Background: an optimization exercise with open tools, aiming at small area, a short achievable clock period and few clock cycles per item. Do not read the settings as production practice. At most, simulation tests tie the RTL to the original design; equivalence was not proved. Power is estimated from default activity; no workload was simulated.

==> inputs of v3 <==
==> flow/design.v (excerpt) <==
module fpu_mult_arb
#(
   parameter int NUM_REQ = 4
)(
   input  logic                    clk,
   input  logic                    rst,
   input  logic [NUM_REQ-1:0]      req_valid,
   output logic [NUM_REQ-1:0]      req_ready,
   input  logic [NUM_REQ*FP_W-1:0] req_a,
   input  logic [NUM_REQ*FP_W-1:0] req_b,
   output logic [NUM_REQ-1:0]      rsp_valid,
   input  logic [NUM_REQ-1:0]      rsp_ready,
   output logic [FP_W-1:0]         rsp_data,
   output logic                    busy
);
export LEC_CHECK = 0
export CAP_MARGIN = 20
export CORE_MARGIN = 2
export CORE_UTILIZATION = 60
export SLEW_MARGIN = 20
export SYNTH_HIERARCHICAL = 1
export SYNTH_MINIMUM_KEEP_SIZE = 0
create_clock -name core_clock -period 9.0 [get_ports {clk}]
standard.sh (not shown) runs the stock make flow with config.mk's settings and CLKGATE_MAP_FILE= SYNTH_SCRIPT=/design/flow/synth_recipe.tcl, a recipe that flattens the netlist after the stock synthesis.
==> flow/flow/run.sh <==
#!/bin/bash
# Layout flow: the standard layout (standard.sh: the standard synthesis,
# floorplan, power grid, placement, CTS and routing, all unchanged) with two
# settings of how the layout is made:
#   - every input and output port still gets its own buffer, but a
#     sky130_fd_sc_hd__buf_1 instead of the delay cell buffer_ports picks;
set -euo pipefail
MARGIN=5.9
cd "$(dirname "$0")/.."
bash standard.sh "BUFFER_PORTS_ARGS=-buffer_cell sky130_fd_sc_hd__buf_1" \
   "SETUP_SLACK_MARGIN=$MARGIN" finish > standard.log 2>&1
==> v30 (differences from v3) <==
--- a/flow/flow/run.sh
+++ b/flow/flow/run.sh
@@ -5,7 +5,7 @@
 #   - every input and output port still gets its own buffer, but a
 #     sky130_fd_sc_hd__buf_1 instead of the delay cell buffer_ports picks;
 set -euo pipefail
-MARGIN=5.9
+MARGIN=6.0
 cd "$(dirname "$0")/.."
 bash standard.sh "BUFFER_PORTS_ARGS=-buffer_cell sky130_fd_sc_hd__buf_1" \
    "SETUP_SLACK_MARGIN=$MARGIN" finish > standard.log 2>&1
==> comparison <==
- v30 ran to the end with no violations. v3 ran to the end with no violations.
- Against v3, the register-to-register slack of v30 is lower by 0.05 ns.
- Against v3, the maximum frequency of v30 is lower by 1.6%.
- Between v3 and v30, the lower first-iteration DRC count is in v30 (gap about 9%, measured against v30).
- Against v30, the clock skew of v3 is lower by 0.015 ns.
- Of v3 and v30, v3 has the higher routed wire length (gap about 0.9%, measured against v30).
- Power: v30 is larger than v3 (about 5%).
- In v3 the setup slack is better than in v30, by 0.050 ns.
- In final cell count, v30 and v3 hardly differ.
==> figures <==
Outcome: v3 complete, no violations; v30 complete, no violations
Area taken by multi-input logic gates: v3 0.01632 mm^2; v30 0.01638 mm^2
Flip-flop and latch share of the layout cell area: v3 28.94%; v30 29.03%
Final design area excluding fillers: v3 0.02869 mm^2; v30 0.02898 mm^2
Largest stage delay on the critical path: v3 0.96 ns; v30 0.42 ns
Met1 layer wirelength in the final routing: v3 29.61 mm; v30 29.85 mm
Arrival @ worst endpoint: v3 3.53 ns; v30 3.47 ns
Share of total power in combinational logic: v3 46.7%; v30 48.0%
Clock net power: v3 0.00175 W; v30 0.00184 W
Clock network power share: v3 20.0%; v30 20.1%
Dpl cells: v3 2838; v30 2821
Routed WL per cell: v3 24.93 um; v30 24.73 um
Worst Max-Slew Pin Slew: v3 1.064 ns; v30 1.067 ns
Number of buffers outside the clock class in the layout: v3 359; v30 357
CP most frequent cell: v3 sky130_fd_sc_hd__fa_1; v30 sky130_fd_sc_hd__a211oi_4
Non-filler instance count after layout: v3 2934; v30 2932
Depth of the critical timing path with buffers and inverters included: v3 5; v30 11
No run of this note included a check of the RTL's function; only the layout flow was run.

* * *

==> run a: inputs <==
fpu_mult_arb, a different RTL version from the one above (not shown whole).
==> module fpu_mult_arb, before the edit <==
module fpu_mult_arb
#(
   parameter int NUM_REQ = 4
)(
   input  logic                    clk,
   input  logic                    rst,
   input  logic [NUM_REQ-1:0]      req_valid,
   output logic [NUM_REQ-1:0]      req_ready,
   input  logic [NUM_REQ*FP_W-1:0] req_a,
   input  logic [NUM_REQ*FP_W-1:0] req_b,
   output logic [NUM_REQ-1:0]      rsp_valid,
   input  logic [NUM_REQ-1:0]      rsp_ready,
   output logic [FP_W-1:0]         rsp_data,
   output logic                    busy
);
   localparam int NC = MULT_CUT_W;
   logic [3:0]  r_ptr;       
   logic        r_v1;        
   logic        r_v2;        
   logic [3:0]  r_rdy;       
   logic [3:0]  r_hown;      
   logic        r_kv;        
   logic [3:0]  r_kown;      
   logic        r_busy;
   logic [22:0] r1_ma;
   logic [MULT_B_W-1:0] r1_bs;    
   logic [7:0]  r1_ea, r1_eb;
   logic        r1_s;
   logic [NC-1:0] r2_cut;
   logic [7:0]  r2_e;
   logic        r2_s;
   logic [24:0] r3_hi;           
   logic [7:0]  r3_e, r3_e1;     
   logic        r3_s;
   logic [31:0] r_hdata;         
   logic [31:0] r_kdata;         
   wire [3:0] w_own1 = {r_ptr[0], r_ptr[3:1]};
   wire [3:0] w_own2 = {r_ptr[1:0], r_ptr[3:2]};
   logic [31:0] w_a, w_b;
   always_comb begin
      w_a = '0;
      w_b = '0;
      for (int i = 0; i < 4; i++) begin
         w_a = w_a | (req_a[i*32 +: 32] & {32{r_ptr[i]}});
         w_b = w_b | (req_b[i*32 +: 32] & {32{r_ptr[i]}});
      end
   end
   logic [MULT_B_W-1:0] w_bs;
   fpu_mult_pre u_pre (.mb(w_b[22:0]), .bs(w_bs));
   logic [NC-1:0] w_cut;
   fpu_mult_sa u_sa (.ma(r1_ma), .bs(r1_bs), .cut(w_cut));
   logic [24:0] w_hi;
   fpu_mult_sb u_sb (.cut(r2_cut), .hi(w_hi));
   wire [31:0] w_res = r3_hi[24] ? {r3_s, r3_e1, r3_hi[23:1]} : {r3_s, r3_e, r3_hi[22:0]};
   wire w_taken = |(r_hown & rsp_ready);
   wire w_hfree = ~(|r_hown) | w_taken;
   wire w_acc   = |r_rdy;
   wire w_kv_n  = w_hfree ? (r_kv & w_acc) : (r_kv | w_acc);
   wire w_drop  = r_v2 & w_kv_n;       
   always_ff @(posedge clk or posedge rst) begin
      if (rst) begin
         r_ptr  <= 4'b0001;
         r_v1   <= 1'b0;
         r_v2   <= 1'b0;
         r_rdy  <= '0;
         r_hown <= '0;
         r_kv   <= 1'b0;
         r_kown <= '0;
         r_busy <= 1'b0;
      end else begin
         if (w_hfree) begin
            if (r_kv) begin
               r_hown <= r_kown;
               r_kown <= r_rdy;
            end else begin
               r_hown <= r_rdy;
            end
         end else if (w_acc) begin
            r_kown <= r_rdy;
         end
         r_kv   <= w_kv_n;
         r_busy <= ~w_hfree | r_kv | w_acc;
         if (w_drop) begin
            r_v1  <= 1'b0;
            r_v2  <= 1'b0;
            r_rdy <= '0;
            r_ptr <= w_own2;
         end else begin
            r_v1  <= |(req_valid & r_ptr);
            r_v2  <= r_v1;
            r_rdy <= {4{r_v2}} & w_own2;
            r_ptr <= {r_ptr[2:0], r_ptr[3]};
         end
      end
   end
   always_ff @(posedge clk) begin
      r1_ma  <= w_a[22:0];
      r1_bs  <= w_bs;
      r1_ea  <= w_a[30:23];
      r1_eb  <= w_b[30:23];
      r1_s   <= w_a[31] ^ w_b[31];
      r2_cut <= w_cut;
      r2_e   <= r1_ea + r1_eb + 8'd129;    
      r2_s   <= r1_s;
      r3_hi  <= w_hi;
      r3_e   <= r2_e;
      r3_e1  <= r2_e + 8'd1;
      r3_s   <= r2_s;
      if (w_hfree)
         r_hdata <= r_kv ? r_kdata : w_res;
      if (~(r_kv & ~w_hfree))
         r_kdata <= w_res;
   end
   assign req_ready = r_rdy;
   assign rsp_valid = r_hown;
   assign rsp_data  = r_hdata;
   assign busy      = r_busy;
endmodule
Settings: LEC_CHECK=0, CAP_MARGIN=20, CORE_MARGIN=2, CORE_UTILIZATION=60, SLEW_MARGIN=20, SYNTH_HIERARCHICAL=1, SYNTH_MINIMUM_KEEP_SIZE=0; clock period 9.0 ns.
==> flow/flow/run.sh <==
#!/bin/bash
# Layout flow: the standard layout (standard.sh: the standard synthesis,
# floorplan, power grid, placement, CTS and routing, all unchanged) with two
# settings of how the layout is made:
#   - every input and output port still gets its own buffer, but a
#     sky130_fd_sc_hd__buf_1 instead of the delay cell buffer_ports picks;
set -euo pipefail
MARGIN=5.8
cd "$(dirname "$0")/.."
bash standard.sh "BUFFER_PORTS_ARGS=-buffer_cell sky130_fd_sc_hd__buf_1" \
   "SETUP_SLACK_MARGIN=$MARGIN" finish > standard.log 2>&1
==> run b: changes against run a <==
--- a/flow/design.v
+++ b/flow/design.v
@@ -1717,11 +1717,13 @@
    logic        r_v2;        
    logic [3:0]  r_rdy;       
-   logic [3:0]  r_hown;      
-   logic        r_kv;        
-   logic [3:0]  r_kown;      
+   logic [1:0]  r_f;         
+   logic [3:0]  r_o0, r_o1;  
+   logic        r_wp;        
+   logic        r_rp;        
+   logic [3:0]  r_rv;        
    logic        r_busy;
    logic [22:0] r1_ma;
    logic [MULT_B_W-1:0] r1_bs;    
-   logic [7:0]  r1_ea, r1_eb;
+   logic [7:0]  r1_e;
    logic        r1_s;
    logic [NC-1:0] r2_cut;
@@ -1731,6 +1733,6 @@
    logic [7:0]  r3_e, r3_e1;     
    logic        r3_s;
-   logic [31:0] r_hdata;         
-   logic [31:0] r_kdata;         
+   logic [31:0] r_d0, r_d1;      
+   logic        r_s0, r_s1;      
    wire [3:0] w_own1 = {r_ptr[0], r_ptr[3:1]};
    wire [3:0] w_own2 = {r_ptr[1:0], r_ptr[3:2]};
@@ -1751,9 +1753,14 @@
    fpu_mult_sb u_sb (.cut(r2_cut), .hi(w_hi));
    wire [31:0] w_res = r3_hi[24] ? {r3_s, r3_e1, r3_hi[23:1]} : {r3_s, r3_e, r3_hi[22:0]};
-   wire w_taken = |(r_hown & rsp_ready);
-   wire w_hfree = ~(|r_hown) | w_taken;
-   wire w_acc   = |r_rdy;
-   wire w_kv_n  = w_hfree ? (r_kv & w_acc) : (r_kv | w_acc);
-   wire w_drop  = r_v2 & w_kv_n;       
+   wire       w_taken = |(r_rv & rsp_ready);
+   wire       w_acc   = |r_rdy;
+   wire [1:0] w_wr    = {w_acc & r_wp, w_acc & ~r_wp};
+   wire [1:0] w_rd    = {w_taken & r_rp, w_taken & ~r_rp};
+   wire [1:0] w_f_n   = (r_f & ~w_rd) | w_wr;
+   wire       w_rp_n  = r_rp ^ w_taken;
+   wire [3:0] w_o0_n  = w_wr[0] ? r_rdy : r_o0;
+   wire [3:0] w_o1_n  = w_wr[1] ? r_rdy : r_o1;
+   wire       w_full  = &w_f_n;         
+   wire       w_drop  = r_v2 & w_full;
    always_ff @(posedge clk or posedge rst) begin
       if (rst) begin
@@ -1762,21 +1769,19 @@
          r_v2   <= 1'b0;
          r_rdy  <= '0;
-         r_hown <= '0;
-         r_kv   <= 1'b0;
-         r_kown <= '0;
+         r_f    <= '0;
+         r_o0   <= '0;
+         r_o1   <= '0;
+         r_wp   <= 1'b0;
+         r_rp   <= 1'b0;
+         r_rv   <= '0;
          r_busy <= 1'b0;
       end else begin
-         if (w_hfree) begin
-            if (r_kv) begin
-               r_hown <= r_kown;
-               r_kown <= r_rdy;
-            end else begin
-               r_hown <= r_rdy;
-            end
-         end else if (w_acc) begin
-            r_kown <= r_rdy;
-         end
-         r_kv   <= w_kv_n;
-         r_busy <= ~w_hfree | r_kv | w_acc;
+         r_f    <= w_f_n;
+         r_o0   <= w_o0_n;
+         r_o1   <= w_o1_n;
+         r_wp   <= r_wp ^ w_acc;
+         r_rp   <= w_rp_n;
+         r_rv   <= w_rp_n ? (w_f_n[1] ? w_o1_n : 4'b0) : (w_f_n[0] ? w_o0_n : 4'b0);
+         r_busy <= |w_f_n;
          if (w_drop) begin
             r_v1  <= 1'b0;
@@ -1795,9 +1800,8 @@
       r1_ma  <= w_a[22:0];
       r1_bs  <= w_bs;
-      r1_ea  <= w_a[30:23];
-      r1_eb  <= w_b[30:23];
+      r1_e   <= w_a[30:23] + w_b[30:23] + 8'd129;    
       r1_s   <= w_a[31] ^ w_b[31];
       r2_cut <= w_cut;
-      r2_e   <= r1_ea + r1_eb + 8'd129;    
+      r2_e   <= r1_e;
       r2_s   <= r1_s;
       r3_hi  <= w_hi;
@@ -1805,12 +1809,14 @@
       r3_e1  <= r2_e + 8'd1;
       r3_s   <= r2_s;
-      if (w_hfree)
-         r_hdata <= r_kv ? r_kdata : w_res;
-      if (~(r_kv & ~w_hfree))
-         r_kdata <= w_res;
+      r_s0   <= ~w_rp_n;
+      r_s1   <= w_rp_n;
+      if (w_wr[0])
+         r_d0 <= w_res;
+      if (w_wr[1])
+         r_d1 <= w_res;
    end
    assign req_ready = r_rdy;
-   assign rsp_valid = r_hown;
-   assign rsp_data  = r_hdata;
+   assign rsp_valid = r_rv;
+   assign rsp_data  = ({32{r_s0}} & r_d0) | ({32{r_s1}} & r_d1);
    assign busy      = r_busy;
 endmodule
--- a/flow/flow/run.sh
+++ b/flow/flow/run.sh
@@ -6,5 +6,5 @@
 #     sky130_fd_sc_hd__buf_1 instead of the delay cell buffer_ports picks;
 set -euo pipefail
-MARGIN=5.8
+MARGIN=6.0
 cd "$(dirname "$0")/.."
 bash standard.sh "BUFFER_PORTS_ARGS=-buffer_cell sky130_fd_sc_hd__buf_1" \
==> comparison table <==
| quantity | run a | run b |
|---|---|---|
| Non-Filler Cell Area, Final | 27,500 um^2 | 30,400 um^2 |
| Outcome | no timing/DRC/antenna violations | no timing/DRC/antenna violations |
| Beginning of the worst register-to-register path | r2_cut[70]$_DFF_P_ | r1_ma[3]$_DFF_P_ |
| Layout buffering overhead excluding clock cells | 6.42% | 14.7% |
| Vias in the first global route | 17,743 | 19,453 |
| Syn Std Cell Area | 24,700 um^2 | 24,700 um^2 |
| Worst setup slack for register-to-register paths | 5.83 ns | 5.73 ns |
| Clock sink total | 319 | 320 |
| Power share of the combinational group | 49.6% | 53.4% |
| Detailed-routed wire length on met2 | 31,100 um | 40,300 um |
| Power drawn by the clock network | 1.59 mW | 1.62 mW |
| Utilization after layout | 67.4% | 74.7% |
| Top layer in use | met4 | met5 |
| Placed cells | 2,680 | 2,673 |
| Share of Yosys cell area claimed by the top area cell type | 21.4% | 21.4% |
| Final critical delay including setup and external delays | 3.17 ns | 3.27 ns |
| Met1 track demand over resource | 41.9% | 49.0% |
Testbench counts of run a, summed over its fixed seeds: cycles 3,232, items 3,200.
For run b, only the layout was checked, not whether the RTL still works.

## what the ideal ports hide
Ports are ideal in the flow. The routed layouts listed here were re-timed in OpenROAD.
Step 1: set_driving_cell puts a clkbuf_16 on clk and a buf_2 on each other input, an assumption about the parent block.
Step 2, shift: input delay + t, output delay - t, t = (earliest + latest rising clock arrival at the registers) / 2. This alone moves slack from input paths to output paths.
Three values: no drivers, after step 1, after step 2; two values: the first two.
run	t, ns	setup slack, ns	hold WS [ns]	worst setup path at the end
v3	0.627	5.895 / 5.895 / 5.422	0.326 / 0.326 / 0.326	input to register
v30	0.626	5.845 / 5.845 / 5.742	0.333 / 0.333 / 0.333	input to register
run a	0.603	5.833 / 5.833 / 5.559	0.335 / 0.335 / 0.335	input to register
run b	0.596	5.726 / 5.726 / 5.336	0.327 / 0.327 / 0.327	input to register
After both steps setup and hold are still met in every run listed. The setup slack of v3, which loses most, moves by 0.000 ns with the drivers and by -0.473 ns with both steps.
